From an optimization exercise on the open Yosys and OpenROAD flow, aimed at small area, a short achievable clock period and few clock cycles per item; shortcuts taken in it are not production practice. RTL that was checked went through simulation tests only; none was proved equivalent to the original. No functional check of the RTL was part of runs 1 to 4. No activity file was given, so power comes from the tool's default toggle rates.

**design/flow/config.mk**
```make
export PLATFORM = sky130hd
export DESIGN_NAME = fp_add_top
export DESIGN_NICKNAME = fp_add_top
export VERILOG_FILES = /design/flow/design.v
export SDC_FILE = /design/flow/constraint.sdc
export NUM_CORES = 4
export LEC_CHECK = 0
export ABC_AREA = 1
export CAP_MARGIN = 20
export CORE_MARGIN = 2
export CORE_UTILIZATION = 40
export SETUP_SLACK_MARGIN = 1.5
export SLEW_MARGIN = 20
```
**design/flow/constraint.sdc**
```tcl
create_clock -name core_clock -period 6.0 [get_ports {sys_clk}]
set_input_delay 1.2000 -clock core_clock [delete_from_list [all_inputs] [get_ports {sys_clk}]]
set_output_delay 1.2000 -clock core_clock [all_outputs]
set_load 0.01 [all_outputs]
```
**design/flow/design.v**
```verilog
`timescale 1ns/1ps
module fp_prefix_add #(
    parameter int W = 28,
    parameter int L = 5            
) (
    input  logic [W-1:0] a,
    input  logic [W-1:0] b,
    input  logic         cin,
    output logic [W-1:0] s
);
    logic [W-1:0] p, g, gg, gp;
    assign p = a ^ b;
    assign g = a & b;
    always_comb begin
        gg    = g;
        gp    = p;
        gg[0] = g[0] | (p[0] & cin);
        for (int l = 0; l < L; l++) begin
            for (int i = 0; i < W; i++) begin
                if (i[l]) begin
                    gg[i] = gg[i] | (gp[i] & gg[((i >> l) << l) - 1]);
                    gp[i] = gp[i] & gp[((i >> l) << l) - 1];
                end
            end
        end
    end
    assign s = p ^ {gg[W-2:0], cin};
endmodule
module fp_prefix_and #(
    parameter int W = 24,
    parameter int L = 5            
) (
    input  logic [W-1:0] a,
    output logic [W-1:0] y
);
    always_comb begin
        y = a;
        for (int l = 0; l < L; l++) begin
            for (int i = 0; i < W; i++) begin
                if (i[l]) begin
                    y[i] = y[i] & y[((i >> l) << l) - 1];
                end
            end
        end
    end
endmodule
module fp_prefix_sum #(
    parameter int W = 28,
    parameter int L = 5            
) (
    input  logic [W-1:0] p,
    input  logic [W-1:0] g,
    input  logic         cin,
    output logic [W-1:0] s
);
    logic [W-1:0] gg, gp;
    always_comb begin
        gg    = g;
        gp    = p;
        gg[0] = g[0] | (p[0] & cin);
        for (int l = 0; l < L; l++) begin
            for (int i = 0; i < W; i++) begin
                if (i[l]) begin
                    gg[i] = gg[i] | (gp[i] & gg[((i >> l) << l) - 1]);
                    gp[i] = gp[i] & gp[((i >> l) << l) - 1];
                end
            end
        end
    end
    assign s = p ^ {gg[W-2:0], cin};
endmodule
`timescale 1ns/1ps
module fp_add_stage1 (
    input  logic [31:0] a,
    input  logic [31:0] b,
    input  logic        op,
    output logic [27:0] p,         
    output logic [27:0] g,         
    output logic [7:0]  e,
    output logic        sub,
    output logic        s,
    output logic        inf,
    output logic        nan
);
    logic [7:0]  ea, eb;
    logic [22:0] fa, fb;
    logic        sa, sb;
    logic        za, zb;
    logic [23:0] ma, mb;
    logic        maxa, maxb;
    logic        nan_a, nan_b, inf_a, inf_b;
    logic        a_lt;
    logic [8:0]  dab, dba;
    logic [7:0]  shift;
    logic [23:0] big_m;
    logic [23:0] small_m;
    logic [25:0] y_sh;
    logic [23:0] lost;
    logic        sticky;
    logic        far;
    assign sa = a[31];
    assign sb = b[31] ^ op;
    assign ea = a[30:23];
    assign eb = b[30:23];
    assign fa = a[22:0];
    assign fb = b[22:0];
    assign za = (ea == 8'd0);
    assign zb = (eb == 8'd0);
    assign ma = za ? 24'd0 : {1'b1, fa};
    assign mb = zb ? 24'd0 : {1'b1, fb};
    assign maxa  = (ea == 8'hFF);
    assign maxb  = (eb == 8'hFF);
    assign nan_a = maxa & (fa != 23'd0);
    assign nan_b = maxb & (fb != 23'd0);
    assign inf_a = maxa & (fa == 23'd0);
    assign inf_b = maxb & (fb == 23'd0);
    assign sub  = sa ^ sb;
    assign a_lt = {ea, fa} < {eb, fb};
    assign nan = nan_a | nan_b | (inf_a & inf_b & sub);
    assign inf = inf_a | inf_b;
    assign s   = inf ? (inf_a ? sa : sb) : (a_lt ? sb : sa);
    assign dab   = {1'b0, ea} - {1'b0, eb};
    assign dba   = {1'b0, eb} - {1'b0, ea};
    assign shift = dab[8] ? dba[7:0] : dab[7:0];
    assign big_m   = a_lt ? mb : ma;
    assign small_m = a_lt ? ma : mb;
    assign e       = a_lt ? eb : ea;
    assign far = shift[7:5] != 3'd0;
    always_comb begin
        for (int j = 0; j < 24; j++) begin
            lost[j] = far | (shift[4:0] > 5'(j + 2));
        end
    end
    assign y_sh   = far ? 26'd0 : ({small_m, 2'b00} >> shift[4:0]);
    assign sticky = |(small_m & lost);
    logic [24:0] x;
    logic [27:0] y;
    assign x = sub ? {big_m, 1'b0} : {1'b0, big_m};
    assign y = sub ? ~{y_sh, sticky, 1'b0} : {1'b0, y_sh, sticky};
    assign p = {x, 3'b000} ^ y;
    assign g = {x, 3'b000} & y;
endmodule
`timescale 1ns/1ps
module fp_add_stage2 (
    input  logic [27:0] p,         
    input  logic [27:0] g,
    input  logic [7:0]  e,
    input  logic        sub,
    input  logic        s,
    input  logic        inf,
    input  logic        nan,
    output logic [31:0] result
);
    logic [27:0] sum;
    logic        top;              
    logic        rnd_t, rnd_u;     
    logic [24:0] ones;             
    logic [23:0] inc_t, inc_u;     
    logic        cy_t, cy_u;       
    logic [22:0] f_frac;
    logic        f_cy;
    logic [9:0]  f_exp;
    logic        f_ovf, f_unf;
    logic        near;
    logic [4:0]  lz;
    logic [25:0] n_sh;
    logic [9:0]  n_exp;
    fp_prefix_sum #(.W(28)) u_add (
        .p   (p),
        .g   (g),
        .cin (sub),
        .s   (sum)
    );
    assign top   = sum[27];
    assign rnd_t = sum[3] & (sum[4] | sum[2] | sum[1] | sum[0]);
    assign rnd_u = sum[2] & (sum[3] | sum[1] | sum[0]);
    logic [23:0] ones4;            
    fp_prefix_and #(.W(24)) u_ones (
        .a (sum[27:4]),
        .y (ones4)
    );
    assign ones[0] = sum[3];
    assign ones[24:1] = ones4 & {24{sum[3]}};
    always_comb begin
        inc_t[0] = sum[4] ^ rnd_t;
        inc_u[0] = sum[3] ^ rnd_u;
        for (int k = 1; k < 24; k++) begin
            inc_t[k] = sum[k+4] ^ (rnd_t & ones4[k-1]);
            inc_u[k] = sum[k+3] ^ (rnd_u & ones[k-1]);
        end
    end
    assign cy_t = rnd_t & ones4[23];
    assign cy_u = rnd_u & ones[23];
    assign f_frac = top ? inc_t[22:0] : inc_u[22:0];
    assign f_cy   = top ? cy_t : cy_u;
    logic [9:0] eb0, eb1, eb2;
    logic [2:0] ov, un;
    assign eb0 = {2'b00, e} - {9'd0, sub};
    assign eb1 = eb0 + 10'd1;
    assign eb2 = eb0 + 10'd2;
    assign ov  = {eb2 >= 10'd255, eb1 >= 10'd255, eb0 >= 10'd255};
    assign un  = {eb2 == 10'd0, eb1 == 10'd0, (eb0 == 10'd0) | eb0[9]};
    always_comb begin
        case ({top, f_cy})
            2'b00:   begin f_exp = eb0; f_ovf = ov[0]; f_unf = un[0]; end
            2'b11:   begin f_exp = eb2; f_ovf = ov[2]; f_unf = un[2]; end
            default: begin f_exp = eb1; f_ovf = ov[1]; f_unf = un[1]; end
        endcase
    end
    assign near = ~(sum[27] | sum[26]);
    logic [31:0] lz_in;
    logic [15:0] v1;
    logic [7:0]  v2;
    logic [3:0]  v3;
    logic [1:0]  v4;
    logic [15:0] z1;
    logic [15:0] z2;
    logic [11:0] z3;
    logic [7:0]  z4;
    assign lz_in = {sum[25:0], 6'b111111};
    always_comb begin
        for (int g = 0; g < 16; g++) begin
            v1[g] = lz_in[2*g+1] | lz_in[2*g];
            z1[g] = ~lz_in[2*g+1];
        end
        for (int g = 0; g < 8; g++) begin
            v2[g]          = v1[2*g+1] | v1[2*g];
            z2[2*g+1]      = ~v1[2*g+1];
            z2[2*g]        = v1[2*g+1] ? z1[2*g+1] : z1[2*g];
        end
        for (int g = 0; g < 4; g++) begin
            v3[g]          = v2[2*g+1] | v2[2*g];
            z3[3*g+2]      = ~v2[2*g+1];
            z3[3*g+:2]     = v2[2*g+1] ? z2[4*g+2+:2] : z2[4*g+:2];
        end
        for (int g = 0; g < 2; g++) begin
            v4[g]          = v3[2*g+1] | v3[2*g];
            z4[4*g+3]      = ~v3[2*g+1];
            z4[4*g+:3]     = v3[2*g+1] ? z3[6*g+3+:3] : z3[6*g+:3];
        end
        lz = v4[1] ? {1'b0, z4[7:4]} : {1'b1, z4[3:0]};
    end
    assign n_sh  = sum[25:0] << lz;
    logic [9:0] em2;
    assign em2 = {2'b00, e} - 10'd2;
    fp_prefix_add #(.W(10), .L(4)) u_nexp (
        .a   (em2),
        .b   ({5'h1F, ~lz}),
        .cin (1'b1),
        .s   (n_exp)
    );
    logic [25:0] n_win;
    logic        n_unf;
    always_comb begin
        for (int i = 0; i < 26; i++) begin
            n_win[i] = ({2'b00, e} > 10'(27 - i));
        end
    end
    assign n_unf = ~|(sum[25:0] & n_win);
    always_comb begin
        if (nan) begin
            result = 32'hFFFF_FFFF;
        end else if (inf) begin
            result = {s, 8'hFF, 23'd0};
        end else if (near) begin
            if (sum[25:0] == 26'd0) begin
                result = 32'd0;
            end else if (n_unf) begin
                result = {s, 31'd0};
            end else begin
                result = {s, n_exp[7:0], n_sh[24:2]};
            end
        end else if (f_ovf) begin
            result = {s, 8'hFF, 23'd0};
        end else if (f_unf) begin
            result = {s, 31'd0};
        end else begin
            result = {s, f_exp[7:0], f_frac};
        end
    end
endmodule
`timescale 1ns/1ps
module fp_add_top (
    input  logic        sys_clk,
    input  logic        sys_rst_n,
    input  logic [31:0] data1_in,
    input  logic [31:0] data2_in,
    input  logic        op,
    input  logic        trig,
    output logic [31:0] data_out,
    output logic        vld
);
    logic        busy;
    logic        accept;
    logic [27:0] p_d, p_q;         
    logic [27:0] g_d, g_q;         
    logic [7:0]  e_d, e_q;         
    logic        sub_d, sub_q;     
    logic        s_d, s_q;         
    logic        inf_d, inf_q;     
    logic        nan_d, nan_q;     
    logic [31:0] result;
    assign accept = trig & ~busy;
    fp_add_stage1 u_s1 (
        .a   (data1_in),
        .b   (data2_in),
        .op  (op),
        .p   (p_d),
        .g   (g_d),
        .e   (e_d),
        .sub (sub_d),
        .s   (s_d),
        .inf (inf_d),
        .nan (nan_d)
    );
    always_ff @(posedge sys_clk) begin
        p_q   <= p_d;
        g_q   <= g_d;
        e_q   <= e_d;
        sub_q <= sub_d;
        s_q   <= s_d;
        inf_q <= inf_d;
        nan_q <= nan_d;
    end
    fp_add_stage2 u_s2 (
        .p      (p_q),
        .g      (g_q),
        .e      (e_q),
        .sub    (sub_q),
        .s      (s_q),
        .inf    (inf_q),
        .nan    (nan_q),
        .result (result)
    );
    always_ff @(posedge sys_clk or negedge sys_rst_n) begin
        if (!sys_rst_n) begin
            busy     <= 1'b0;
            vld      <= 1'b0;
            data_out <= '0;
        end else begin
            busy <= accept;
            vld  <= busy;
            if (busy) begin
                data_out <= result;
            end
        end
    end
endmodule
```
**design/flow/flow/run.sh**
```bash
#!/bin/bash
# Standard layout, with plain buffers on the ports instead of the delay
# cells the port buffering picks by default.
set -euo pipefail
bash standard.sh BUFFER_PORTS_ARGS="-buffer_cell sky130_fd_sc_hd__buf_1" SKIP_GATE_CLONING=1 finish > standard.log 2>&1
```
**design/flow/standard.sh**
```bash
#!/bin/bash
# synth_recipe.tcl (not shown) runs the flow's synth.tcl, then flattens the netlist and writes it again
# the make line also repeats each setting of config.mk as NAME=value (left out here)
make -C /OpenROAD-flow-scripts/flow DESIGN_CONFIG=/design/flow/config.mk WORK_HOME=/design/flow/orfs CLKGATE_MAP_FILE= SYNTH_SCRIPT=/design/flow/synth_recipe.tcl "${@:-finish}"
```
==> results of run 1 <==
## metal layers
| layer | vias to the layer above | part of all wire | global-route usage |
|---|---|---|---|
| li1 | 7632 | - | - |
| met1 | 7050 | 0.43 | 0.374 |
| met2 | 553 | 0.45 | 0.492 |
| met3 | 152 | 0.058 | 0.0362 |
| met4 | 0 | 0.055 | 0.140 |
| met5 | - | 0 | 0 |
## sequential cells by signal, summed over array words and instances (netlist names)
register and count:
busy 1, data_out 32, e_q 8, g_q 24, inf_q 1, nan_q 1
p_q 28, s_q 1, sub_q 1, vld 1
## layout by cell type, fill, tap and decap left out, drive strengths merged, types with 2 or more instances in the layout
| master | n |
|---|---|
| dfrtp | 34 |
| clkinvlp | 7 |
| nand3 | 235 |
| xnor2 | 8 |
| o21a | 4 |
| a31oi | 15 |
| dfxtp | 64 |
| mux2i | 12 |
| ha | 85 |
| fa | 5 |
| o21ai | 229 |
| o22ai | 26 |
| o41ai | 3 |
| clkbuf | 16 |
| nand2 | 677 |
| o21bai | 4 |
| nor2 | 201 |
| o311ai | 3 |
| xor2 | 31 |
| a22oi | 2 |
| nand3b | 9 |
| nand4 | 42 |
| and2 | 4 |
| o221ai | 2 |
| nor3 | 25 |
| o211ai | 11 |
| inv | 272 |
| o31ai | 8 |
| nor4 | 8 |
| buf | 180 |
| a21o | 2 |
| clkinv | 6 |
| or2 | 13 |
| a21oi | 114 |
## path summary, 6_finish.rpt
| path | from | end | slack [ns] | cells past startpoint |
|---|---|---|---|---|
| setup reg to reg | sub_q | data_out[27] | 1.75 | 26 |
| hold reg to reg | data_out[0] | data_out[0] | 0.49 | 2 |
| setup / recovery | data1_in[23] | p_q[5] | 1.62 | 24 |
| min in group asynchronous | sys_rst_n | data_out[25] | 0.92 | 1 |
| hold / removal | data_out[0] | data_out[0] | 0.49 | 2 |
| max in group asynchronous | sys_rst_n | busy | 4.52 | 1 |
## cell type report
class / instances / area (um2)
fill: 3449 / 16700
multi-input combinational: 1785 / 9880
sequential: 98 / 2130
timing repair buffer: 185 / 1120
inverter: 280 / 1080
tap: 435 / 544
clock buffer: 11 / 254
clock inverter: 5 / 42.5
## worst reg2reg max path: stages, from the launching register on
cell     delay, ns
dfxtp_2       0.37
ha_1          0.19
ha_1          0.20
nand3_1       0.09
nand2_2       0.08
nand2_1       0.10
nand3_4       0.11
nand2_2       0.13
nand2_8       0.10
ha_4          0.19
nor2_4        0.12
xnor2_4       0.12
nor2_4        0.13
nand3_1       0.14
nor2_4        0.18
nand3_4       0.11
a21oi_1       0.15
nor2_1        0.07
buf_6         0.17
inv_2         0.10
ha_1          0.22
a21o_1        0.19
a21oi_2       0.19
fa_1          0.44
o21ai_1       0.16
a21oi_1       0.06
nor2_1        0.08
## per-stage QoR
step / hold slack [ns] / worst slack (ns)
floorplan: 0.352 / 1.81
global placement: 0.455 / 0.499
detailed placement: 0.487 / 0.530
CTS: 0.501 / 1.50
global route: 0.538 / 1.44
finish: 0.487 / 1.62
## repair_timing
item | 4_1_cts | 5_1_grt
pin swaps | 6 | 25
buffers inserted | 15 | 49
resized for setup | 42 | 121
endpoints found under the setup margin | 83 | 83
## cells by family after synthesis
group | Yosys count | synth area share
mux | 12 | 0.00925
fa+ha+maj | 90 | 0.0896
simple gates | 1216 | 0.418
flops | 98 | 0.164
xor+xnor | 39 | 0.0263
buf+inv | 363 | 0.112
compound gates | 428 | 0.181
## where the power goes
group	switching, mW	total [mW]	internal [mW]
Combinational	3.70	5.43	1.73
Clock	0.262	0.574	0.312
Sequential	0.180	1.06	0.880
==> results.py, run 1 <==
metrics = {
    "detailed_routing": {
        "finalWirelength_um": 49900,
        "drt_pass1_iterations": 7,
        "post_drt_wl_per_cell_um": 17.8,
        "drt_iter0_markers": 1527,
        "vias": 15387,
        "antenna_left": 0,
        "vias_per_cell": 5.50,
        "drc": 0,
    },
    "place": {
        "placed_area_um2": 13700,
        "place.gp.congestion": 1.02,
        "dp_cells": 2719,
        "io_buffers": 100,
        "dp.final_hpwl_um": 39400,
    },
    "floorplanning": {
        "rows": 65,
        "start_util": 0.408,
        "die_area_um2": 33900,
        "coreArea_um2": 31800,
        "die_x_um": 184,
        "die_h_um": 184,
        "io_pins": 101,
    },
    "synthesis": {
        "synth_top_cell_area_share": 0.186,
        "synth_area_leaders": "nand2_1 19%, dfxtp_1 9.9%, nand3_1 8.8%",
        "synth_edf_count": 0,
        "ys_async_sr_fraction": 0.347,
        "synth_cells": 2246,
        "syn_nets": 2404,
        "synth_cell_types": 62,
        "yosys_warnings": 6,
        "synth-main-ff-cell": "dfxtp_1",
        "synth_area_um2": 13000,
        "yosys-top-cells-count": "642 x nand2_1, 262 x inv_1, 228 x nand3_1",
        "synth.most_common_cell": "nand2_1",
        "yosys.area.top_type": "nand2_1",
        "synth.avg_cell_area_um2": 5.78,
        "seq_area_frac_synth": 0.164,
        "synth.ff_latch_count": 98,
    },
    "critical_path": {
        "worst_path_max_delay_cell": "fa_1",
        "crit_type": "in -> reg",
        "cp_top_family": "compound AO/OA/AOI/OAI gates",
        "arrival_ns": 4.63,
        "path_cells": "buf_1, inv_2, ha_1, inv_1, fa_1, inv_1, o21ai_1, nand2_1, nand2_2, buf_2, or2_1, o21ai_0, o21bai_1, xnor2_1, inv_1, a21oi_4, nand2_4, buf_12, clkinvlp_4, o21ai_2, o21bai_1, o21ai_1, nand2_1, ha_1",
        "cp_common_cell": "inv_1",
        "start_kind": "primary input",
        "max_stage_delay_ns": 0.36,
        "cp_num_buf_inv": 8,
        "setup.worst_path.end_class": "flop",
        "critPathMaxFanout": 7,
        "required_ns": 6.25,
    },
    "global_route": {
        "antenna_found_initial": 0,
        "grt_pass1_vias": 14515,
        "gr-total-overflow": 0,
        "grt_max_degree": 36,
        "grt.total_usage": 0.294,
        "grt_pass1_wl_um": 78300,
    },
    "pwr": {
        "p_leak_nw": 7.38,
        "vdd_drop_max_mv": 0.231,
        "p_per_area_nw_per_um2": 469,
        "total_power_mw": 7.06,
    },
    "timing": {
        "setup_viol": 0,
        "min_period_ns": 4.38,
        "fmax_mhz": 228,
        "fin_crit_sh": 0.729,
        "hold_violations": 0,
        "drv_slew": 0,
        "grt_setup_unrepaired": "yes",
        "tightest_slew_ns": 0.977,
        "slew_headroom": 0.348,
        "setup_tns_ns": 0,
        "finClkSkew_ns": 0.0107,
    },
    "final_layout": {
        "fin_util": 0.474,
        "diodes": 0,
        "layoutNonFillerInstCount": 2799,
        "drive_above_1_share": 0.121,
        "design_area_um2": 15100,
        "final_nets": 2517,
        "area_delta_synth_final_pct": 15.9,
    },
    "min_path": {
        "hold_class": "reg -> reg",
    },
    "clock_network": {
        "root_buffer": "clkbuf_16",
        "htreeDepth": 3,
        "clock_path_buffers": 2,
        "clock_sinks": 98,
        "insertion_delay_ns": 0.37,
        "cts_tree": "yes",
        "clk_pin_slew_worst_paths_ns": 0.06,
        "cts_hold_buf": 0,
        "cts_made_buffers": 9,
    },
    "run": {
        "drv_cap": 0,
    },
    "run_status": {
        "status": "complete, no violations",
    },
}
==> run 2, diff against run 1 <==
--- a/design/flow/design.v
+++ b/design/flow/design.v
@@ -137,8 +137,8 @@
     logic [27:0] y;
     assign x = sub ? {big_m, 1'b0} : {1'b0, big_m};
     assign y = sub ? ~{y_sh, sticky, 1'b0} : {1'b0, y_sh, sticky};
-    assign p = {x, 3'b000} ^ y;
-    assign g = {x, 3'b000} & y;
+    assign p = {{x, 2'b00} ^ y[27:1], ~sub & y[0]};
+    assign g = {{x, 2'b00} & y[27:1], sub};
 endmodule
 `timescale 1ns/1ps
 module fp_add_stage2 (
@@ -168,7 +168,7 @@
     fp_prefix_sum #(.W(28)) u_add (
         .p   (p),
         .g   (g),
-        .cin (sub),
+        .cin (1'b0),
         .s   (sum)
     );
     assign top   = sum[27];
@@ -241,14 +241,7 @@
         lz = v4[1] ? {1'b0, z4[7:4]} : {1'b1, z4[3:0]};
     end
     assign n_sh  = sum[25:0] << lz;
-    logic [9:0] em2;
-    assign em2 = {2'b00, e} - 10'd2;
-    fp_prefix_add #(.W(10), .L(4)) u_nexp (
-        .a   (em2),
-        .b   ({5'h1F, ~lz}),
-        .cin (1'b1),
-        .s   (n_exp)
-    );
+    assign n_exp = {2'b00, e} - 10'd2 - {5'd0, lz};
     logic [25:0] n_win;
     logic        n_unf;
     always_comb begin
==> run 2 against run 1 <==
  * Still clean on timing, DRC and antenna
  * Non-clock buffer count fell by 22
  * Power fell by 1.1%
  * Area after synthesis fell by 0.75%
  * Worst setup slack gained 0.059 ns
  * Clock-buffer cell count decreased by 2
  * Sequential share of layout area up 0.35 points
  * Design area is 2.1% lower
  * Global-route usage decreased by 2.0 points
  * Sequential power barely moved
  * Cell count is 1.7% lower
  * Register-to-register slack barely moved
  * Clock skew rose by 0.0016 ns
  * Critical path type unchanged
  * Largest cell class unchanged
==> results.py, run 2 <==
metrics = {
    "run_status": {
        "status": "complete, no violations",
    },
    "timing": {
        "slew_headroom": 0.392,
        "min_period_ns": 4.32,
        "worst_slack_ns": 1.68,
        "finClkSkew_ns": 0.0123,
        "setup_tns_ns": 0,
        "grt_setup_unrepaired": "yes",
        "hold_violations": 0,
        "setup_viol": 0,
        "drv_slew": 0,
        "tightest_slew_ns": 0.908,
        "fmax_mhz": 232,
        "fin_crit_sh": 0.720,
    },
    "floorplanning": {
        "coreArea_um2": 31600,
        "die_area_um2": 33700,
        "die_x_um": 184,
        "rows": 65,
        "start_util": 0.408,
        "die_h_um": 184,
        "io_pins": 101,
    },
    "synthesis": {
        "synth_area_um2": 12900,
        "syn_nets": 2409,
        "synth-main-ff-cell": "dfxtp_1",
        "synth_cells": 2250,
        "yosys.area.top_type": "nand2_1",
        "synth.ff_latch_count": 98,
        "synth_cell_types": 60,
        "synth.most_common_cell": "nand2_1",
        "yosys_warnings": 5,
        "synth_area_leaders": "nand2_1 19%, dfxtp_1 9.9%, nand3_1 8.7%",
        "seq_area_frac_synth": 0.165,
        "yosys-top-cells-count": "666 x nand2_1, 259 x inv_1, 224 x nand3_1",
        "synth_edf_count": 0,
        "synth.avg_cell_area_um2": 5.73,
        "ys_async_sr_fraction": 0.347,
        "synth_top_cell_area_share": 0.194,
    },
    "global_route": {
        "antenna_found_initial": 1,
        "grt_pass1_wl_um": 74200,
        "grt.total_usage": 0.274,
        "grt_pass1_vias": 14052,
        "gr-total-overflow": 0,
        "grt_max_degree": 47,
    },
    "detailed_routing": {
        "drt_pass1_iterations": 6,
        "drc": 0,
        "drt_iter0_markers": 1441,
        "vias_per_cell": 5.57,
        "finalWirelength_um": 46700,
        "post_drt_wl_per_cell_um": 17.0,
        "antenna_left": 0,
        "vias": 15322,
    },
    "critical_path": {
        "reg2reg_depth": 27,
        "crit_type": "in -> reg",
        "worst_path_max_delay_cell": "ha_2",
        "crit_start": "data1_in[28]",
        "critPathMaxFanout": 23,
        "required_ns": 6.24,
        "cp_common_cell": "nand2_1",
        "cp_top_family": "simple AND/OR/NAND/NOR gates",
        "r2r-start": "g_q[0]",
        "setup.worst_path.end_class": "flop",
        "path_depth": 24,
        "arrival_ns": 4.56,
        "start_kind": "primary input",
        "path_cells": "buf_1, inv_1, ha_2, nand2_1, nor3_4, nand4_1, nor4_2, nand3_1, nand2_4, buf_12, nand2_1, o21ai_1, nand2_1, o21ai_1, nand2_1, o21ai_2, nand2_1, o21ai_1, nand2_1, o211ai_1, nand2_1, nand3_1, nand2_1, ha_1",
        "cp_num_buf_inv": 3,
        "max_stage_delay_ns": 0.38,
    },
    "place": {
        "place.gp.congestion": 0.965,
        "io_buffers": 100,
        "dp_slack_ns": 0.533,
        "dp.final_hpwl_um": 37000,
    },
    "clock_network": {
        "cts_made_buffers": 9,
        "htreeDepth": 3,
        "insertion_delay_ns": 0.36,
        "clk_pin_slew_worst_paths_ns": 0.07,
        "clock_sinks": 98,
        "cts_hold_buf": 0,
        "cts_tree": "yes",
        "clock_path_buffers": 2,
        "root_buffer": "clkbuf_16",
    },
    "pwr": {
        "vdd_drop_max_mv": 0.222,
        "seq_power_share": 0.153,
        "power.switching_mw": 4.10,
        "switching_share": 0.588,
        "intPower_mw": 2.88,
        "comb_power_share": 0.767,
        "p_leak_nw": 7.27,
        "p_per_area_nw_per_um2": 474,
        "p_clk_frac": 0.080,
    },
    "final_layout": {
        "reg_top3": "data_out: 32 flops, p_q: 28 flops, g_q: 25 flops",
        "largest_reg_flops": 32,
        "seq_area_um2": 2140,
        "num-fill-cells": 3489,
        "drive_above_1_share": 0.108,
        "diodes": 0,
        "largest-register": "data_out",
        "final_nets": 2504,
        "area_delta_synth_final_pct": 14.3,
        "layout_common_cells": "655 x nand2_1, 250 x inv_1, 220 x nand3_1, 193 x nor2_1, 147 x o21ai_0",
        "final_common_cell": "nand2_1",
        "multi_input_area_um2": 9820,
    },
    "min_path": {
        "hold_class": "reg -> reg",
        "worstHoldStart": "data_out[9]",
        "hold_depth": 2,
    },
    "run": {
        "drv_cap": 0,
    },
}
==> run 2: cell families (layout without fill, tap and decap cells) <==
family | count (synthesis) | count (layout) | share of synthesized area
buf+inv | 353 | 453 | 0.108
compound gates | 417 | 417 | 0.180
fa+ha+maj | 91 | 91 | 0.0901
flops | 98 | 98 | 0.165
mux | 9 | 9 | 0.00699
simple gates | 1240 | 1240 | 0.421
xor+xnor | 42 | 42 | 0.0291
==> run 2: per-stage QoR <==
step                      power (mW)  utilization  cell area, um2  instances  hold WS (ns)
final                           6.98        0.466           14700       2752         0.490
after detailed placement        5.93        0.430           13600       2695         0.481
after global routing            7.64        0.466           14700       2752         0.526
after global placement          5.91        0.430           13600       2695         0.469
after CTS                       6.56        0.443           14000       2713         0.496
after floorplan                 4.56            -           12900       2250         0.352
==> run 2: final timing paths <==
path / endpoint / slack, ns
min: data_out[9] / 0.49
max reg2reg: data_out[9] / 1.76
min reg2reg: data_out[9] / 0.49
max in group asynchronous: busy / 4.51
max: p_q[3] / 1.68
min in group asynchronous: data_out[31] / 0.92
==> run 2: layer usage <==
metal / track usage / wire length, um / share of wire
met1: 0.360 / 20400 / 0.44
met2: 0.463 / 21600 / 0.46
met3: 0.0277 / 2860 / 0.061
met4: 0.101 / 1810 / 0.039
met5: 0 / 18 / 0.00039
==> run 2: worst min-delay path: cells and delay by family (launching register included) <==
family,cells,cell delay (ns)
flip-flops,1,0.36
AO/OA/AOI/OAI,1,0.06
buffers and inverters,1,0.04
==> run 2: layout make-up <==
| type | instances | area share |
|---|---|---|
| clock buffers | 9 | 0.0153 |
| clock inverters | 7 | 0.00408 |
| inverters | 274 | 0.0718 |
| multi-input cells | 1799 | 0.667 |
| flip-flops and latches | 98 | 0.145 |
| well taps | 402 | 0.0341 |
| repair buffers | 163 | 0.0627 |
==> run 2: what timing repair did <==
action / 4_1_cts / 5_1_grt
buffers inserted: 2 / 39
pin swaps: 2 / 22
setup endpoints to repair: 82 / 82
resized for setup: 35 / 125
==> run 2: power by group through the flow <==
stage                     Sequential, mW  Clock [mW]  Combinational [mW]
final                               1.07       0.558                5.36
after global routing                1.10       0.599                5.94
after CTS                           1.06       0.573                4.93
after detailed placement            1.07           0                4.85
after global placement              1.06           0                4.85
after floorplan                     1.07           0                3.49
==> run 3, diff against run 2 <==
--- a/design/flow/design.v
+++ b/design/flow/design.v
@@ -79,7 +79,6 @@
     output logic [7:0]  e,
     output logic        sub,
     output logic        s,
-    output logic        inf,
     output logic        nan
 );
     logic [7:0]  ea, eb;
@@ -89,6 +88,7 @@
     logic [23:0] ma, mb;
     logic        maxa, maxb;
     logic        nan_a, nan_b, inf_a, inf_b;
+    logic        inf;
     logic        a_lt;
     logic [8:0]  dab, dba;
     logic [7:0]  shift;
@@ -114,11 +114,11 @@
     assign nan_b = maxb & (fb != 23'd0);
     assign inf_a = maxa & (fa == 23'd0);
     assign inf_b = maxb & (fb == 23'd0);
-    assign sub  = sa ^ sb;
+    assign sub  = (sa ^ sb) & ~inf;
     assign a_lt = {ea, fa} < {eb, fb};
-    assign nan = nan_a | nan_b | (inf_a & inf_b & sub);
+    assign nan = nan_a | nan_b | (inf_a & inf_b & (sa ^ sb));
     assign inf = inf_a | inf_b;
-    assign s   = inf ? (inf_a ? sa : sb) : (a_lt ? sb : sa);
+    assign s   = a_lt ? sb : sa;
     assign dab   = {1'b0, ea} - {1'b0, eb};
     assign dba   = {1'b0, eb} - {1'b0, ea};
     assign shift = dab[8] ? dba[7:0] : dab[7:0];
@@ -137,8 +137,8 @@
     logic [27:0] y;
     assign x = sub ? {big_m, 1'b0} : {1'b0, big_m};
     assign y = sub ? ~{y_sh, sticky, 1'b0} : {1'b0, y_sh, sticky};
-    assign p = {{x, 2'b00} ^ y[27:1], ~sub & y[0]};
-    assign g = {{x, 2'b00} & y[27:1], sub};
+    assign p = {x, 3'b000} ^ y;
+    assign g = {x, 3'b000} & y;
 endmodule
 `timescale 1ns/1ps
 module fp_add_stage2 (
@@ -147,7 +147,6 @@
     input  logic [7:0]  e,
     input  logic        sub,
     input  logic        s,
-    input  logic        inf,
     input  logic        nan,
     output logic [31:0] result
 );
@@ -168,7 +167,7 @@
     fp_prefix_sum #(.W(28)) u_add (
         .p   (p),
         .g   (g),
-        .cin (1'b0),
+        .cin (sub),
         .s   (sum)
     );
     assign top   = sum[27];
@@ -253,8 +252,6 @@
     always_comb begin
         if (nan) begin
             result = 32'hFFFF_FFFF;
-        end else if (inf) begin
-            result = {s, 8'hFF, 23'd0};
         end else if (near) begin
             if (sum[25:0] == 26'd0) begin
                 result = 32'd0;
@@ -290,7 +287,6 @@
     logic [7:0]  e_d, e_q;         
     logic        sub_d, sub_q;     
     logic        s_d, s_q;         
-    logic        inf_d, inf_q;     
     logic        nan_d, nan_q;     
     logic [31:0] result;
     assign accept = trig & ~busy;
@@ -303,7 +299,6 @@
         .e   (e_d),
         .sub (sub_d),
         .s   (s_d),
-        .inf (inf_d),
         .nan (nan_d)
     );
     always_ff @(posedge sys_clk) begin
@@ -312,7 +307,6 @@
         e_q   <= e_d;
         sub_q <= sub_d;
         s_q   <= s_d;
-        inf_q <= inf_d;
         nan_q <= nan_d;
     end
     fp_add_stage2 u_s2 (
@@ -321,7 +315,6 @@
         .e      (e_q),
         .sub    (sub_q),
         .s      (s_q),
-        .inf    (inf_q),
         .nan    (nan_q),
         .result (result)
     );
==> run 3 against run 2 <==
  * Worst setup slack improved by 0.017 ns
  * Fmax rose by 0.39%
  * Critical path depth grew 6
  * Still clean
  * Largest power group unchanged
  * Via count rose by 2.7%
  * Global-route usage grew 2.1 points
  * Power rose by 0.34%
  * Clock power barely moved
  * Die area up 1.6%
  * Non-clock buffer count rose by 14
  * Hold slack improved by 0.0064 ns
==> results.py, run 3 <==
metrics = {
    "timing": {
        "fin_crit_sh": 0.717,
        "fmax_mhz": 232,
        "min_period_ns": 4.30,
        "hold_violations": 0,
        "setup_tns_ns": 0,
        "worst_slack_ns": 1.70,
        "grt_setup_unrepaired": "yes",
        "holdWs_ns": 0.496,
        "drv_slew": 0,
        "tightest_slew_ns": 1.00,
        "slew_headroom": 0.331,
        "finClkSkew_ns": 0.00955,
        "setup_viol": 0,
    },
    "synthesis": {
        "synth_top_cell_area_share": 0.197,
        "synth.most_common_cell": "nand2_1",
        "yosys.area.top_type": "nand2_1",
        "synth_area_um2": 13100,
        "synth_cell_types": 62,
        "synth.avg_cell_area_um2": 5.67,
        "synth_cells": 2312,
        "synth.ff_latch_count": 97,
        "yosys_warnings": 5,
        "ys_async_sr_fraction": 0.351,
        "synth_edf_count": 0,
        "syn_nets": 2471,
        "yosys-top-cells-count": "687 x nand2_1, 299 x nand3_1, 259 x inv_1",
        "synth-main-ff-cell": "dfxtp_1",
        "synth_area_leaders": "nand2_1 20%, nand3_1 11%, dfxtp_1 9.6%",
        "seq_area_frac_synth": 0.161,
    },
    "floorplanning": {
        "start_util": 0.405,
        "io_pins": 101,
        "rows": 66,
        "die_area_um2": 34200,
        "coreArea_um2": 32400,
        "die_h_um": 185,
        "die_x_um": 185,
    },
    "global_route": {
        "gr-total-overflow": 0,
        "antenna_found_initial": 0,
        "grt.total_usage": 0.294,
        "grt_max_degree": 52,
        "grt_pass1_wl_um": 79300,
        "grt_pass1_vias": 14841,
    },
    "final_layout": {
        "area_delta_synth_final_pct": 14.3,
        "final_common_cell": "nand2_1",
        "reg_top3": "data_out: 32 flops, p_q: 28 flops, g_q: 24 flops",
        "largest-register": "data_out",
        "final_nets": 2581,
        "drive_above_1_share": 0.104,
        "largest_reg_flops": 32,
        "layout_common_cells": "676 x nand2_1, 296 x nand3_1, 252 x inv_1, 245 x nor2_1, 153 x o21ai_0",
        "design_area_um2": 15000,
        "diodes": 0,
    },
    "detailed_routing": {
        "antenna_left": 0,
        "drt_pass1_iterations": 6,
        "finalWirelength_um": 50500,
        "drt_iter0_markers": 1211,
        "vias_per_cell": 5.49,
        "post_drt_wl_per_cell_um": 17.6,
        "vias": 15742,
        "drc": 0,
    },
    "critical_path": {
        "worst_path_max_delay_cell": "fa_2",
        "arrival_ns": 4.59,
        "cp_common_cell": "ha_4",
        "required_ns": 6.29,
        "critPathMaxFanout": 8,
        "max_stage_delay_ns": 0.38,
        "setup.worst_path.end_class": "flop",
        "rrSetupSlack_ns": 1.70,
        "crit_type": "reg -> reg",
        "start_kind": "flop",
    },
    "run_status": {
        "status": "complete, no violations",
    },
    "clock_network": {
        "cts_hold_buf": 0,
        "clock_sinks": 97,
        "clk_pin_slew_worst_paths_ns": 0.06,
        "insertion_delay_ns": 0.36,
        "cts_tree": "yes",
        "root_buffer": "clkbuf_16",
        "cts_made_buffers": 9,
        "clock_path_buffers": 2,
        "htreeDepth": 3,
    },
    "pwr": {
        "vdd_drop_max_mv": 0.207,
        "p_per_area_nw_per_um2": 468,
        "p_leak_nw": 7.49,
    },
    "place": {
        "placed_area_um2": 13900,
        "place.gp.congestion": 0.988,
        "dp_slack_ns": 0.392,
        "dp.final_hpwl_um": 40700,
        "io_buffers": 100,
    },
    "min_path": {
        "hold_class": "reg -> reg",
    },
    "run": {
        "drv_cap": 0,
    },
}
run 3: cell count changes after synthesis, moves of 13 or more:
cell,delta
o21ai_1,-13
nand2_1,+21
a21oi_1,-32
nor2_1,+51
o22ai_1,-14
nand3_1,+75
run 3: cells by family after synthesis:
kind of cell,after synthesis,synth area share
xor gates and xnor gates,35,0.0240
DFF,97,0.161
muxes,6,0.00458
buffers and inverters,352,0.107
adders and majority gates,91,0.0886
AOI/OAI and AO/OA,343,0.144
and+or+nand+nor,1388,0.471
run 3: worst max-delay path, delay by kind of cell (launching register included):
family	cells	cell delay (ns)
adder cells (fa/ha/maj)	6	1.32
AND/OR/NAND/NOR	17	1.72
AO/OA/AOI/OAI	3	0.46
flip-flops	1	0.34
buffers and inverters	2	0.14
XOR/XNOR	2	0.25
run 3: area by class of cell:
class | count | area, um2
Sequential cell | 97 | 2110
Clock buffer | 9 | 225
Inverter | 274 | 1050
Fill cell | 3560 | 17400
Tap cell | 442 | 553
Clock inverter | 7 | 62.6
Timing Repair Buffer | 177 | 980
Multi-Input combinational cell | 1863 | 9980
run 3: per-layer routing:
layer	wire (um)	up-vias	track usage
li1	-	7793	-
met4	2640	0	0.144
met2	24100	656	0.519
met1	21000	7164	0.356
met5	0	-	0
met3	2860	129	0.0301
run 3: timing repair:
| item | 4_1_cts | 5_1_grt |
|---|---|---|
| pin swaps | 7 | 32 |
| cloned | 0 | 0 |
| endpoints found under the setup margin | 78 | 82 |
| gates resized for setup | 32 | 94 |
| buffers inserted | 21 | 27 |
run 3: worst paths after layout:
check / startpoint / endpoint / depth (start not counted)
hold / removal: data_out[30] / data_out[30] / 2
setup / recovery: sub_q / data_out[30] / 30
hold reg to reg: data_out[30] / data_out[30] / 2
setup reg to reg: sub_q / data_out[30] / 30
max in group asynchronous: sys_rst_n / data_out[5] / 1
min in group asynchronous: sys_rst_n / data_out[30] / 1
run 3: power by group:
group | internal, mW | switching, mW | leakage, nW
clock network | 0.289 | 0.269 | 0.139
registers | 0.879 | 0.180 | 0.913
logic | 1.68 | 3.71 | 6.44
run 3: through the flow:
stage / utilization / total power [mW] / std cells
2_1_floorplan: - / 4.57 / 2312
5_1_grt: 0.462 / 7.67 / 2869
3_5_place_dp: 0.429 / 5.96 / 2805
4_1_cts: 0.447 / 6.68 / 2842
6_report: 0.462 / 7.01 / 2869
3_3_place_gp: 0.429 / 5.97 / 2805
==> run 4, diff against run 3 <==
--- a/design/flow/config.mk
+++ b/design/flow/config.mk
@@ -9,5 +9,5 @@
 export CAP_MARGIN = 20
 export CORE_MARGIN = 2
 export CORE_UTILIZATION = 40
-export SETUP_SLACK_MARGIN = 1.5
+export SETUP_SLACK_MARGIN = 1.4
 export SLEW_MARGIN = 20
==> run 4 against run 3 <==
  * Clock power grew 13%
  * Largest power group unchanged
  * Cell count decreased by 0.63%
  * Synthesized cell count unchanged
  * Critical path type unchanged
  * Flip-flop and latch count stayed put
  * Area after synthesis unchanged
  * Design area decreased by 1.5%
  * Die area did not move
==> results.py, run 4 <==
metrics = {
    "run_status": {
        "status": "complete, no violations",
    },
    "synthesis": {
        "yosys-top-cells-count": "687 x nand2_1, 299 x nand3_1, 259 x inv_1",
        "synth.most_common_cell": "nand2_1",
        "syn_nets": 2471,
        "synth.ff_latch_count": 97,
        "synth_area_leaders": "nand2_1 20%, nand3_1 11%, dfxtp_1 9.6%",
        "synth_cell_types": 62,
        "yosys.area.top_type": "nand2_1",
        "synth_cells": 2312,
        "seq_area_frac_synth": 0.161,
        "synth_top_cell_area_share": 0.197,
        "synth-main-ff-cell": "dfxtp_1",
        "synth.avg_cell_area_um2": 5.67,
        "synth_edf_count": 0,
        "ys_async_sr_fraction": 0.351,
        "yosys_warnings": 5,
        "synth_area_um2": 13100,
    },
    "critical_path": {
        "arrival_ns": 4.73,
        "reg2reg_depth": 30,
        "critPathMaxFanout": 8,
        "required_ns": 6.29,
        "crit_type": "reg -> reg",
        "max_stage_delay_ns": 0.38,
        "start_kind": "flop",
        "cp_common_cell": "nor2_1",
        "setup.worst_path.end_class": "flop",
        "worst_path_max_delay_cell": "fa_2",
    },
    "pwr": {
        "total_power_mw": 7.01,
        "p_leak_nw": 7.40,
        "vdd_drop_max_mv": 0.176,
        "p_per_area_nw_per_um2": 475,
    },
    "global_route": {
        "grt_pass1_wl_um": 77900,
        "antenna_found_initial": 0,
        "gr-total-overflow": 0,
        "grt_pass1_vias": 14685,
        "grt.total_usage": 0.289,
        "grt_max_degree": 61,
    },
    "detailed_routing": {
        "vias_per_cell": 5.51,
        "finalWirelength_um": 50000,
        "post_drt_wl_per_cell_um": 17.6,
        "antenna_left": 0,
        "drc": 0,
        "drt_pass1_iterations": 6,
        "drt_iter0_markers": 1294,
        "vias": 15709,
    },
    "final_layout": {
        "design_area_um2": 14700,
        "final_common_cell": "nand2_1",
        "layout_common_cells": "675 x nand2_1, 297 x nand3_1, 254 x inv_1, 246 x nor2_1, 163 x o21ai_0",
        "drive_above_1_share": 0.0905,
        "num-fill-cells": 3624,
        "diodes": 0,
        "final_nets": 2563,
        "seq_area_um2": 2120,
        "largest_reg_flops": 32,
        "area_delta_synth_final_pct": 12.6,
        "multi_input_area_um2": 9840,
        "largest-register": "data_out",
        "reg_top3": "data_out: 32 flops, p_q: 28 flops, g_q: 24 flops",
    },
    "floorplanning": {
        "coreArea_um2": 32400,
        "die_h_um": 185,
        "die_area_um2": 34200,
        "io_pins": 101,
        "die_x_um": 185,
        "start_util": 0.405,
        "rows": 66,
    },
    "clock_network": {
        "clk_pin_slew_worst_paths_ns": 0.08,
        "cts_made_buffers": 9,
        "root_buffer": "clkbuf_16",
        "clock_sinks": 97,
        "htreeDepth": 3,
        "cts_tree": "yes",
        "clock_path_buffers": 2,
        "insertion_delay_ns": 0.37,
    },
    "min_path": {
        "hold_class": "reg -> reg",
        "hold_depth": 2,
    },
    "timing": {
        "holdWs_ns": 0.505,
        "setup_tns_ns": 0,
        "drv_slew": 0,
        "fmax_mhz": 226,
        "fin_crit_sh": 0.739,
        "finClkSkew_ns": 0.0122,
        "worst_slack_ns": 1.57,
        "grt_setup_unrepaired": "yes",
        "hold_violations": 0,
        "slew_headroom": 0.307,
        "tightest_slew_ns": 1.04,
        "setup_viol": 0,
        "min_period_ns": 4.43,
    },
    "place": {
        "place.gp.congestion": 1.00,
        "dp.final_hpwl_um": 40300,
        "io_buffers": 100,
        "placed_area_um2": 13900,
        "dp_slack_ns": 0.355,
    },
    "run": {
        "drv_cap": 0,
    },
}
run 4: area by class of cell:
class                           instances  area share
Inverter                              274      0.0709
Sequential cell                        97       0.143
Multi-Input combinational cell       1863       0.667
Timing Repair Buffer                  159      0.0587
Clock inverter                          7     0.00662
Tap cell                              442      0.0375
Clock buffer                            9      0.0153
run 4: kinds of logic after synthesis:
group | share of synthesized area
simple gates | 0.471
buf+inv | 0.107
compound gates | 0.144
flops | 0.161
fa+ha+maj | 0.0886
xor+xnor | 0.0240
mux | 0.00458
run 4: routing by layer:
metal	global-route usage	vias to the layer above	wire [um]
li1	-	7759	-
met1	0.342	7152	20800
met2	0.507	639	23400
met3	0.0354	159	2860
met4	0.157	0	3000
met5	0	-	0
run 4: stage by stage:
stage / std cells / utilization
final: 2851 / 0.456
after global routing: 2851 / 0.456
after global placement: 2800 / 0.428
after CTS: 2830 / 0.443
after detailed placement: 2800 / 0.428
after floorplan: 2312 / -
run 4: repair_timing:
item                       CTS  global route
resized for setup           26            62
cloned                       0             0
pin swaps                    6            19
setup buffers               14            21
setup endpoints to repair   64            81
hold buffers                 0             0
hold endpoints to repair     0             0
run 4: worst paths after layout:
kind,slack [ns],from,end
setup / recovery,1.57,sub_q,data_out[30]
hold / removal,0.50,data_out[18],data_out[18]
setup reg to reg,1.57,sub_q,data_out[30]
hold reg to reg,0.50,data_out[18],data_out[18]
max in group asynchronous,4.58,sys_rst_n,data_out[14]
min in group asynchronous,0.91,sys_rst_n,data_out[30]
run 4: report_power, final:
| group | internal (mW) | switching [mW] |
|---|---|---|
| logic | 1.64 | 3.68 |
| registers | 0.879 | 0.175 |
| clock network | 0.338 | 0.291 |
| total | 2.86 | 4.15 |
run 4: worst max-delay path: cells and delay by family (launching register included):
family | cells | cell delay [ns]
flip-flops | 1 | 0.35
AO/OA/AOI/OAI | 3 | 0.51
AND/OR/NAND/NOR | 17 | 1.75
adder cells (fa/ha/maj) | 6 | 1.33
buffers and inverters | 2 | 0.15
XOR/XNOR | 2 | 0.25
==> run 5, diff against run 4 <==
--- a/design/flow/design.v
+++ b/design/flow/design.v
@@ -137,8 +137,8 @@
     logic [27:0] y;
     assign x = sub ? {big_m, 1'b0} : {1'b0, big_m};
     assign y = sub ? ~{y_sh, sticky, 1'b0} : {1'b0, y_sh, sticky};
-    assign p = {x, 3'b000} ^ y;
-    assign g = {x, 3'b000} & y;
+    assign p = {{x, 2'b00} ^ y[27:1], ~sub & y[0]};
+    assign g = {{x, 2'b00} & y[27:1], sub};
 endmodule
 `timescale 1ns/1ps
 module fp_add_stage2 (
@@ -167,7 +167,7 @@
     fp_prefix_sum #(.W(28)) u_add (
         .p   (p),
         .g   (g),
-        .cin (sub),
+        .cin (1'b0),
         .s   (sum)
     );
     assign top   = sum[27];
==> run 5 against run 4 <==
  * Still clean on timing, DRC and antenna
  * Combinational power shrank 7.7%
  * First-iteration DRC count grew 18%
  * Clock-buffer cell count is the same
  * Largest cell class unchanged
  * Worst setup slack gained 0.014 ns
  * Fmax grew 0.31%
  * Largest power group unchanged
  * Global-route usage shrank 1.2 points
  * Hold slack lost 0.025 ns
==> results.py, run 5 <==
metrics = {
    "run_status": {
        "status": "complete, no violations",
    },
    "floorplanning": {
        "die_x_um": 182,
        "coreArea_um2": 31500,
        "io_pins": 101,
        "start_util": 0.405,
        "die_h_um": 182,
        "rows": 65,
        "die_area_um2": 33300,
    },
    "final_layout": {
        "layout_common_cells": "624 x nand2_1, 344 x nand3_1, 223 x inv_1, 162 x nor2_1, 140 x o21ai_0",
        "reg_top3": "data_out: 32 flops, p_q: 28 flops, g_q: 25 flops",
        "final_nets": 2434,
        "area_delta_synth_final_pct": 10.3,
        "drive_above_1_share": 0.0882,
        "largest_reg_flops": 32,
        "layoutNonFillerInstCount": 2682,
        "diodes": 0,
        "largest-register": "data_out",
        "final_common_cell": "nand2_1",
    },
    "pwr": {
        "p_per_area_nw_per_um2": 467,
        "p_clk_frac": 0.088,
        "comb_power_share": 0.751,
        "power.switching_mw": 3.90,
        "p_leak_nw": 6.91,
        "switching_share": 0.594,
        "intPower_mw": 2.66,
        "seq_power_share": 0.161,
        "vdd_drop_max_mv": 0.190,
    },
    "timing": {
        "hold_violations": 0,
        "fmax_mhz": 226,
        "holdWs_ns": 0.479,
        "setup_tns_ns": 0,
        "min_period_ns": 4.42,
        "fin_crit_sh": 0.737,
        "slew_headroom": 0.375,
        "grt_setup_unrepaired": "yes",
        "setup_viol": 0,
        "drv_slew": 0,
        "tightest_slew_ns": 0.937,
        "finClkSkew_ns": 0.0125,
    },
    "synthesis": {
        "synth.avg_cell_area_um2": 5.77,
        "synth.ff_latch_count": 97,
        "seq_area_frac_synth": 0.166,
        "yosys.area.top_type": "nand2_1",
        "synth-main-ff-cell": "dfxtp_1",
        "synth.most_common_cell": "nand2_1",
        "synth_top_cell_area_share": 0.186,
        "yosys-top-cells-count": "630 x nand2_1, 344 x nand3_1, 230 x inv_1",
        "synth_area_leaders": "nand2_1 19%, nand3_1 14%, dfxtp_1 9.9%",
        "yosys_warnings": 5,
        "synth_edf_count": 0,
        "ys_async_sr_fraction": 0.351,
        "synth_cell_types": 64,
        "synth_area_um2": 12700,
        "syn_nets": 2365,
        "synth_cells": 2206,
    },
    "detailed_routing": {
        "antenna_left": 0,
        "post_drt_wl_per_cell_um": 17.4,
        "vias": 15203,
        "finalWirelength_um": 46700,
        "drt_pass1_iterations": 6,
        "drc": 0,
        "drt_iter0_markers": 1533,
        "vias_per_cell": 5.67,
    },
    "clock_network": {
        "cts_tree": "yes",
        "insertion_delay_ns": 0.36,
        "clock_path_buffers": 2,
        "htreeDepth": 3,
        "cts_made_buffers": 9,
        "root_buffer": "clkbuf_16",
        "clock_sinks": 97,
        "clk_pin_slew_worst_paths_ns": 0.07,
    },
    "critical_path": {
        "cp_num_buf_inv": 6,
        "crit_type": "in -> reg",
        "max_stage_delay_ns": 0.41,
        "path_cells": "buf_1, inv_1, ha_1, inv_1, fa_1, inv_1, o21ai_1, nand2_1, nand2_4, or2_1, o21ai_1, xor2_1, buf_6, nand2_1, inv_2, nand2_2, o21ai_0, nand2_1, nor3_1, nand3_1, nor2_4, nand3_1, nand2_1",
        "rrSetupSlack_ns": 1.67,
        "required_ns": 6.30,
        "start_kind": "primary input",
        "setup.worst_path.end_class": "flop",
        "timing.rr.end": "data_out[30]",
        "path_depth": 23,
        "cp_common_cell": "nand2_1",
        "worst_path_max_delay_cell": "fa_1",
        "critPathMaxFanout": 11,
        "r2r-start": "g_q[0]",
        "arrival_ns": 4.72,
        "cp_top_family": "simple AND/OR/NAND/NOR gates",
        "reg2reg_depth": 28,
    },
    "place": {
        "dp.final_hpwl_um": 37400,
        "place.gp.congestion": 1.00,
        "io_buffers": 100,
        "dp_cells": 2655,
    },
    "global_route": {
        "grt_pass1_vias": 14066,
        "antenna_found_initial": 0,
        "grt_pass1_wl_um": 74300,
        "grt_max_degree": 45,
        "grt.total_usage": 0.277,
        "gr-total-overflow": 0,
    },
    "min_path": {
        "min_to": "data_out[1]",
        "worstHoldStart": "data_out[1]",
        "hold_depth": 2,
        "hold_class": "reg -> reg",
    },
    "run": {
        "drv_cap": 0,
    },
}
==> run 5: tightest hold or removal path, delay by kind of cell, from the launching register on <==
| kind | cells | cell delay [ns] |
|---|---|---|
| flip-flops | 1 | 0.35 |
| buffers and inverters | 1 | 0.04 |
| AO/OA/AOI/OAI | 1 | 0.07 |
==> run 5: repair_timing <==
item,CTS,global route
gates resized for setup,15,61
hold endpoints to repair,0,0
setup endpoints to repair,33,59
hold buffers,0,0
buffers inserted,0,11
pin swaps,0,4
==> run 5: worst max path at each step <==
stage | startpoint | to
finish | data1_in[23] | p_q[1]
global route | g_q[0] | data_out[30]
CTS | g_q[0] | data_out[30]
detailed placement | g_q[0] | data_out[30]
global placement | g_q[0] | data_out[30]
floorplan | g_q[0] | data_out[30]
==> run 5: layer usage <==
layer,GRT usage,part of all wire,routed length (um),vias to the layer above
met4,0.118,0.047,2190,0
li1,-,-,-,7489
met1,0.362,0.43,20200,6982
met3,0.0311,0.066,3100,106
met2,0.463,0.45,21200,626
met5,0,0,0,-
==> run 5: final cells by class <==
cell class / instances / area (um2)
clock inverters: 7 / 66.3
inverters: 260 / 996
flip-flops and latches: 97 / 2110
well taps: 402 / 503
multi-input cells: 1771 / 9470
repair buffers: 136 / 677
clock buffers: 9 / 225
fillers: 3477 / 17400
==> run 5: power by group through the flow <==
| stage | Clock (mW) | Sequential [mW] | Combinational, mW |
|---|---|---|---|
| 2_1_floorplan | 0 | 1.07 | 3.31 |
| 3_3_place_gp | 0 | 1.06 | 4.64 |
| 3_5_place_dp | 0 | 1.06 | 4.65 |
| 4_1_cts | 0.591 | 1.06 | 4.70 |
| 5_1_grt | 0.614 | 1.09 | 5.44 |
| 6_report | 0.579 | 1.06 | 4.92 |
==> run 5: logic make-up after synthesis <==
| kind of cell | after synthesis | synth area share |
|---|---|---|
| simple gates | 1301 | 0.464 |
| compound gates | 344 | 0.150 |
| buf+inv | 338 | 0.104 |
| flops | 97 | 0.166 |
| fa+ha+maj | 91 | 0.0912 |
| xor+xnor | 30 | 0.0206 |
| mux | 5 | 0.00393 |
==> run 5: per-stage QoR <==
stage                     area, um2  power (mW)  setup WS, ns   util
after floorplan               12700        4.38          1.66      -
after global placement        13500        5.70         0.767  0.428
after detailed placement      13500        5.72         0.681  0.428
after CTS                     13800        6.35          1.24  0.439
after global routing          14000        7.14          1.34  0.446
final                         14000        6.56          1.58  0.446
Testbench counts of run 5, summed over its fixed seeds: cycles 16,000, items 8,000.
==> run 6, diff against run 5 <==
--- a/design/flow/config.mk
+++ b/design/flow/config.mk
@@ -9,5 +9,5 @@
 export CAP_MARGIN = 20
 export CORE_MARGIN = 2
 export CORE_UTILIZATION = 40
-export SETUP_SLACK_MARGIN = 1.4
+export SETUP_SLACK_MARGIN = 1.7
 export SLEW_MARGIN = 20
==> run 6 against run 5 <==
  * Cell count grew 2.3%
  * Via count increased by 4.0%
  * Combinational power rose by 8.5%
  * Utilization rose by 3.7 points
  * Worst setup slack better by 0.20 ns
  * Critical endpoint is now p_q[14]
==> results.py, run 6 <==
metrics = {
    "final_layout": {
        "layoutNonFillerInstCount": 2745,
        "final_common_cell": "nand2_1",
        "area_delta_synth_final_pct": 19.5,
        "diodes": 0,
        "design_area_um2": 15200,
        "layout_common_cells": "595 x nand2_1, 310 x nand3_1, 211 x inv_1, 153 x nor2_1, 124 x o21ai_0",
        "drive_above_1_share": 0.167,
        "reg_top3": "data_out: 32 flops, p_q: 28 flops, g_q: 25 flops",
        "final_nets": 2497,
        "largest-register": "data_out",
        "largest_reg_flops": 32,
    },
    "place": {
        "dp_slack_ns": 0.614,
        "placed_area_um2": 13400,
        "io_buffers": 100,
        "place.gp.congestion": 1.06,
        "dp_cells": 2650,
        "dp.final_hpwl_um": 37700,
    },
    "pwr": {
        "p_leak_nw": 7.38,
        "p_per_area_nw_per_um2": 458,
        "vdd_drop_max_mv": 0.219,
    },
    "synthesis": {
        "synth_top_cell_area_share": 0.186,
        "yosys.area.top_type": "nand2_1",
        "yosys-top-cells-count": "630 x nand2_1, 344 x nand3_1, 230 x inv_1",
        "synth_cell_types": 64,
        "synth_edf_count": 0,
        "synth.ff_latch_count": 97,
        "synth.most_common_cell": "nand2_1",
        "ys_async_sr_fraction": 0.351,
        "synth_cells": 2206,
        "synth_area_leaders": "nand2_1 19%, nand3_1 14%, dfxtp_1 9.9%",
        "yosys_warnings": 5,
        "syn_nets": 2365,
        "synth.avg_cell_area_um2": 5.77,
        "synth_area_um2": 12700,
        "synth-main-ff-cell": "dfxtp_1",
        "seq_area_frac_synth": 0.166,
    },
    "global_route": {
        "grt_pass1_vias": 14439,
        "gr-total-overflow": 0,
        "grt_max_degree": 49,
        "grt.total_usage": 0.285,
        "grt_pass1_wl_um": 76000,
        "antenna_found_initial": 0,
    },
    "critical_path": {
        "setup.worst_path.end_class": "flop",
        "max_stage_delay_ns": 0.31,
        "r2r-start": "g_q[0]",
        "reg2reg_depth": 29,
        "rrSetupSlack_ns": 1.92,
        "start_kind": "primary input",
        "cp_top_family": "simple AND/OR/NAND/NOR gates",
        "cp_common_cell": "nand2_1",
        "critPathMaxFanout": 7,
        "cp_num_buf_inv": 6,
        "required_ns": 6.25,
        "path_cells": "clkbuf_2, inv_2, ha_4, nand2_4, nor3_4, nand4_1, nor4b_2, nand2_1, nand2_4, buf_12, clkinvlp_4, buf_12, buf_6, nand3_2, nand2_2, nand2_2, nand3_1, nand2_1, nand2_1, nand3_1, nand2_1, nand3_1, o21ai_0, ha_1",
        "worst_path_max_delay_cell": "ha_4",
        "crit_type": "in -> reg",
        "timing.rr.end": "data_out[29]",
        "arrival_ns": 4.47,
    },
    "detailed_routing": {
        "antenna_left": 0,
        "post_drt_wl_per_cell_um": 18.0,
        "dr_wl_met2_um": 22600,
        "drc": 0,
        "drt_pass1_iterations": 8,
        "finalWirelength_um": 49400,
        "wirelength_met1_um": 20700,
        "vias_per_cell": 5.76,
        "wl_met3_um": 3720,
        "drt_iter0_markers": 1555,
        "vias": 15811,
        "dr.max_layer_used": "met4",
    },
    "clock_network": {
        "htreeDepth": 3,
        "insertion_delay_ns": 0.37,
        "root_buffer": "clkbuf_16",
        "clk_pin_slew_worst_paths_ns": 0.07,
        "cts_tree": "yes",
        "cts_made_buffers": 9,
        "clock_sinks": 97,
        "clock_path_buffers": 2,
    },
    "min_path": {
        "worstHoldStart": "data_out[6]",
        "hold_class": "reg -> reg",
        "hold_depth": 2,
        "min_to": "data_out[6]",
    },
    "floorplanning": {
        "die_x_um": 182,
        "die_h_um": 182,
        "start_util": 0.405,
        "io_pins": 101,
        "coreArea_um2": 31500,
        "rows": 65,
        "die_area_um2": 33300,
    },
    "timing": {
        "finClkSkew_ns": 0.0171,
        "setup_viol": 0,
        "hold_violations": 0,
        "worst_slack_ns": 1.78,
        "slew_headroom": 0.338,
        "drv_slew": 0,
        "grt_setup_unrepaired": "yes",
        "fmax_mhz": 237,
        "setup_tns_ns": 0,
        "fin_crit_sh": 0.703,
        "min_period_ns": 4.22,
        "tightest_slew_ns": 0.991,
    },
    "run": {
        "drv_cap": 0,
    },
    "run_status": {
        "status": "complete, no violations",
    },
}
-- run 6: cell count changes in the layout (fill, tap and decap cells not counted), sizes merged --
| cell | previous run | this run |
|---|---|---|
| buf | 135 | 190 |
| dlymetal6s2s | 0 | 1 |
| clkinv | 3 | 6 |
| clkbuf | 10 | 17 |
| clkinvlp | 2 | 7 |
| inv | 262 | 254 |
-- run 6: repair_timing --
action	in CTS	in global routing
hold buffers	0	0
setup endpoints to repair	83	73
resized for setup	74	192
pin swaps	7	60
buffers inserted	13	66
-- run 6: how the worst max path moves through the flow --
stage,from,end,slack [ns],cells after the start
final,data1_in[27],p_q[14],1.78,24
after global routing,data1_in[28],p_q[11],1.62,23
after CTS,g_q[0],data_out[30],1.67,30
after detailed placement,g_q[0],data_out[30],0.61,28
after global placement,g_q[0],data_out[30],0.61,28
after floorplan,g_q[0],data_out[30],1.72,29
-- run 6: cell families (layout without fill, tap and decap cells) --
family                     count (synthesis)  after routing  synth area share
AOI/OAI and AO/OA                        344            344             0.150
xor gates and xnor gates                  30             30            0.0206
adders and majority gates                 91             91            0.0912
buffers and inverters                    338            475             0.104
DFF                                       97             97             0.166
muxes                                      5              5           0.00393
and+or+nand+nor                         1301           1301             0.464
-- run 6: per-layer routing --
| metal | global-route usage | vias to the layer above |
|---|---|---|
| met3 | 0.0463 | 127 |
| met2 | 0.473 | 738 |
| li1 | - | 7640 |
| met1 | 0.366 | 7306 |
| met4 | 0.119 | 0 |
| met5 | 0 | - |
-- run 6: final cells by class --
| type | instances | area (um2) |
|---|---|---|
| sequential | 97 | 2120 |
| clock inverter | 7 | 65.1 |
| tap | 402 | 503 |
| fill | 3388 | 16300 |
| inverter | 260 | 1010 |
| clock buffer | 9 | 225 |
| multi-input combinational | 1771 | 10100 |
| timing repair buffer | 199 | 1190 |
-- run 6: through the flow --
| stage | hold slack [ns] | utilization | power, mW |
|---|---|---|---|
| final | 0.477 | 0.483 | 6.97 |
| after global routing | 0.499 | 0.483 | 7.57 |
| after CTS | 0.485 | 0.447 | 6.46 |
| after detailed placement | 0.467 | 0.427 | 5.73 |
| after global placement | 0.453 | 0.427 | 5.72 |
| after floorplan | 0.352 | - | 4.38 |
-- run 6: where the power goes --
group / internal [mW] / switching (mW) / total (mW)
logic: 1.69 / 3.65 / 5.34
registers: 0.881 / 0.185 / 1.07
clock network: 0.289 / 0.272 / 0.561
-- run 6: worst register-to-register path, delay by kind of cell (launching register included) --
| kind | cells | cell delay, ns |
|---|---|---|
| AO/OA/AOI/OAI | 6 | 0.85 |
| buffers and inverters | 3 | 0.23 |
| adder cells (fa/ha/maj) | 3 | 0.65 |
| XOR/XNOR | 1 | 0.13 |
| flip-flops | 1 | 0.36 |
| AND/OR/NAND/NOR | 16 | 1.75 |
==> run 7, diff against run 6 <==
--- a/design/flow/config.mk
+++ b/design/flow/config.mk
@@ -9,5 +9,5 @@
 export CAP_MARGIN = 20
 export CORE_MARGIN = 2
 export CORE_UTILIZATION = 40
-export SETUP_SLACK_MARGIN = 1.7
+export SETUP_SLACK_MARGIN = 1.5
 export SLEW_MARGIN = 20
==> run 7 against run 6 <==
  * Still clean on timing, DRC and antenna
  * Utilization fell by 3.0 points
  * Clock-buffer cell count is the same
  * Sequential share of layout area grew 0.87 points
  * Worst setup slack got worse by 0.090 ns
  * Via count down 3.1%
  * Cell count down 1.7%
  * Flip-flop and latch count is the same
==> results.py, run 7 <==
metrics = {
    "place": {
        "io_buffers": 100,
        "placed_area_um2": 13500,
        "dp.final_hpwl_um": 37400,
        "place.gp.congestion": 1.00,
    },
    "final_layout": {
        "reg_top3": "data_out: 32 flops, p_q: 28 flops, g_q: 25 flops",
        "largest-register": "data_out",
        "layout_common_cells": "622 x nand2_1, 343 x nand3_1, 220 x inv_1, 161 x nor2_1, 135 x o21ai_0",
        "design_area_um2": 14300,
        "final_nets": 2449,
        "drive_above_1_share": 0.0993,
        "diodes": 0,
    },
    "synthesis": {
        "synth.avg_cell_area_um2": 5.77,
        "synth.ff_latch_count": 97,
        "synth_area_leaders": "nand2_1 19%, nand3_1 14%, dfxtp_1 9.9%",
        "yosys-top-cells-count": "630 x nand2_1, 344 x nand3_1, 230 x inv_1",
        "yosys.area.top_type": "nand2_1",
        "synth_top_cell_area_share": 0.186,
        "syn_nets": 2365,
        "ys_async_sr_fraction": 0.351,
        "synth-main-ff-cell": "dfxtp_1",
        "seq_area_frac_synth": 0.166,
        "synth.most_common_cell": "nand2_1",
        "synth_area_um2": 12700,
    },
    "timing": {
        "hold_violations": 0,
        "tightest_slew_ns": 0.916,
        "drv_slew": 0,
        "fmax_mhz": 232,
        "setup_tns_ns": 0,
        "setup_viol": 0,
        "holdWs_ns": 0.479,
        "grt_setup_unrepaired": "yes",
        "fin_crit_sh": 0.718,
        "min_period_ns": 4.31,
    },
    "floorplanning": {
        "die_h_um": 182,
        "start_util": 0.405,
        "die_x_um": 182,
        "io_pins": 101,
        "die_area_um2": 33300,
    },
    "detailed_routing": {
        "drt_iter0_markers": 1568,
        "vias_per_cell": 5.68,
        "antenna_left": 0,
        "drc": 0,
        "finalWirelength_um": 47100,
        "drt_pass1_iterations": 6,
        "post_drt_wl_per_cell_um": 17.5,
        "vias": 15314,
    },
    "pwr": {
        "p_leak_nw": 7.00,
        "vdd_drop_max_mv": 0.195,
    },
    "run": {
        "drv_cap": 0,
    },
    "critical_path": {
        "critPathMaxFanout": 10,
        "required_ns": 6.29,
        "crit_type": "in -> reg",
        "rrSetupSlack_ns": 1.75,
        "reg2reg_depth": 28,
        "setup.worst_path.end_class": "flop",
        "cp_common_cell": "nand2_1",
        "worst_path_max_delay_cell": "fa_1",
        "arrival_ns": 4.61,
        "max_stage_delay_ns": 0.41,
        "start_kind": "primary input",
    },
    "clock_network": {
        "insertion_delay_ns": 0.36,
        "cts_made_buffers": 9,
        "clk_pin_slew_worst_paths_ns": 0.07,
        "root_buffer": "clkbuf_16",
        "clock_path_buffers": 2,
        "clock_sinks": 97,
    },
    "global_route": {
        "grt.total_usage": 0.278,
        "grt_max_degree": 45,
        "grt_pass1_wl_um": 74400,
    },
    "run_status": {
        "status": "complete, no violations",
    },
    "min_path": {
        "hold_depth": 2,
    },
}
-- run 7: cell counts after synthesis --
Identical to the previous run, type by type.
-- run 7: timing repair --
action	CTS	global route
buffers inserted	2	24
endpoints found under the hold margin	0	0
gates resized for setup	27	77
hold buffers	0	0
pin swaps	1	14
endpoints found under the setup margin	66	58
-- run 7: final timing paths --
check,start,endpoint
max,data1_in[23],p_q[1]
min,data_out[1],data_out[1]
max reg2reg,g_q[0],data_out[30]
min reg2reg,data_out[1],data_out[1]
max in group asynchronous,sys_rst_n,data_out[17]
min in group asynchronous,sys_rst_n,data_out[26]
-- run 7: critical path: cells and delay by family --
family | cells | cell delay [ns]
compound gates | 3 | 0.34
xor+xnor | 1 | 0.20
fa+ha+maj | 2 | 0.62
buf+inv | 6 | 0.74
simple gates | 11 | 1.53
-- run 7: where the power goes --
part | switching, mW | internal (mW) | total [mW]
Sequential | 0.180 | 0.877 | 1.06
Combinational | 3.46 | 1.53 | 4.99
Clock | 0.283 | 0.295 | 0.578
Total | 3.92 | 2.70 | 6.63
-- run 7: through the flow --
step / setup slack (ns) / util / power (mW) / std cells
global placement: 0.767 / 0.428 / 5.70 / 2655
finish: 1.69 / 0.453 / 6.63 / 2697
floorplan: 1.66 / - / 4.38 / 2206
CTS: 1.42 / 0.440 / 6.39 / 2673
detailed placement: 0.681 / 0.428 / 5.72 / 2655
global route: 1.47 / 0.453 / 7.21 / 2697
-- run 7: cell type report --
cell class	instances	area, um2
fill	3457	17200
clock inverter	7	66.3
multi-input combinational	1771	9540
tap	402	503
clock buffer	9	225
inverter	260	1010
sequential	97	2110
timing repair buffer	151	798
-- run 7: kinds of logic (layout without fill, tap and decap cells) --
kind of cell	Yosys count	in the layout	share of synthesized area
AO/OA/AOI/OAI	344	344	0.150
XOR/XNOR	30	30	0.0206
adder cells (fa/ha/maj)	91	91	0.0912
buffers and inverters	338	427	0.104
flip-flops	97	97	0.166
multiplexers	5	5	0.00393
AND/OR/NAND/NOR	1301	1301	0.464
-- run 7: routing by layer --
| layer | GRT usage | vias to the layer above | share of wire |
|---|---|---|---|
| met1 | 0.362 | 7031 | 0.43 |
| met5 | 0 | - | 0 |
| met3 | 0.0311 | 118 | 0.063 |
| li1 | - | 7527 | - |
| met2 | 0.465 | 638 | 0.46 |
| met4 | 0.118 | 0 | 0.045 |

Re-timed with assumed drivers on the ports (clkbuf_16 on the clock, buf_2 on other inputs), run 7 has 1.720 ns of setup slack against 1.689 ns with ideal ports, and 1.314 ns once port delays also move by the mid clock arrival of 0.405 ns.
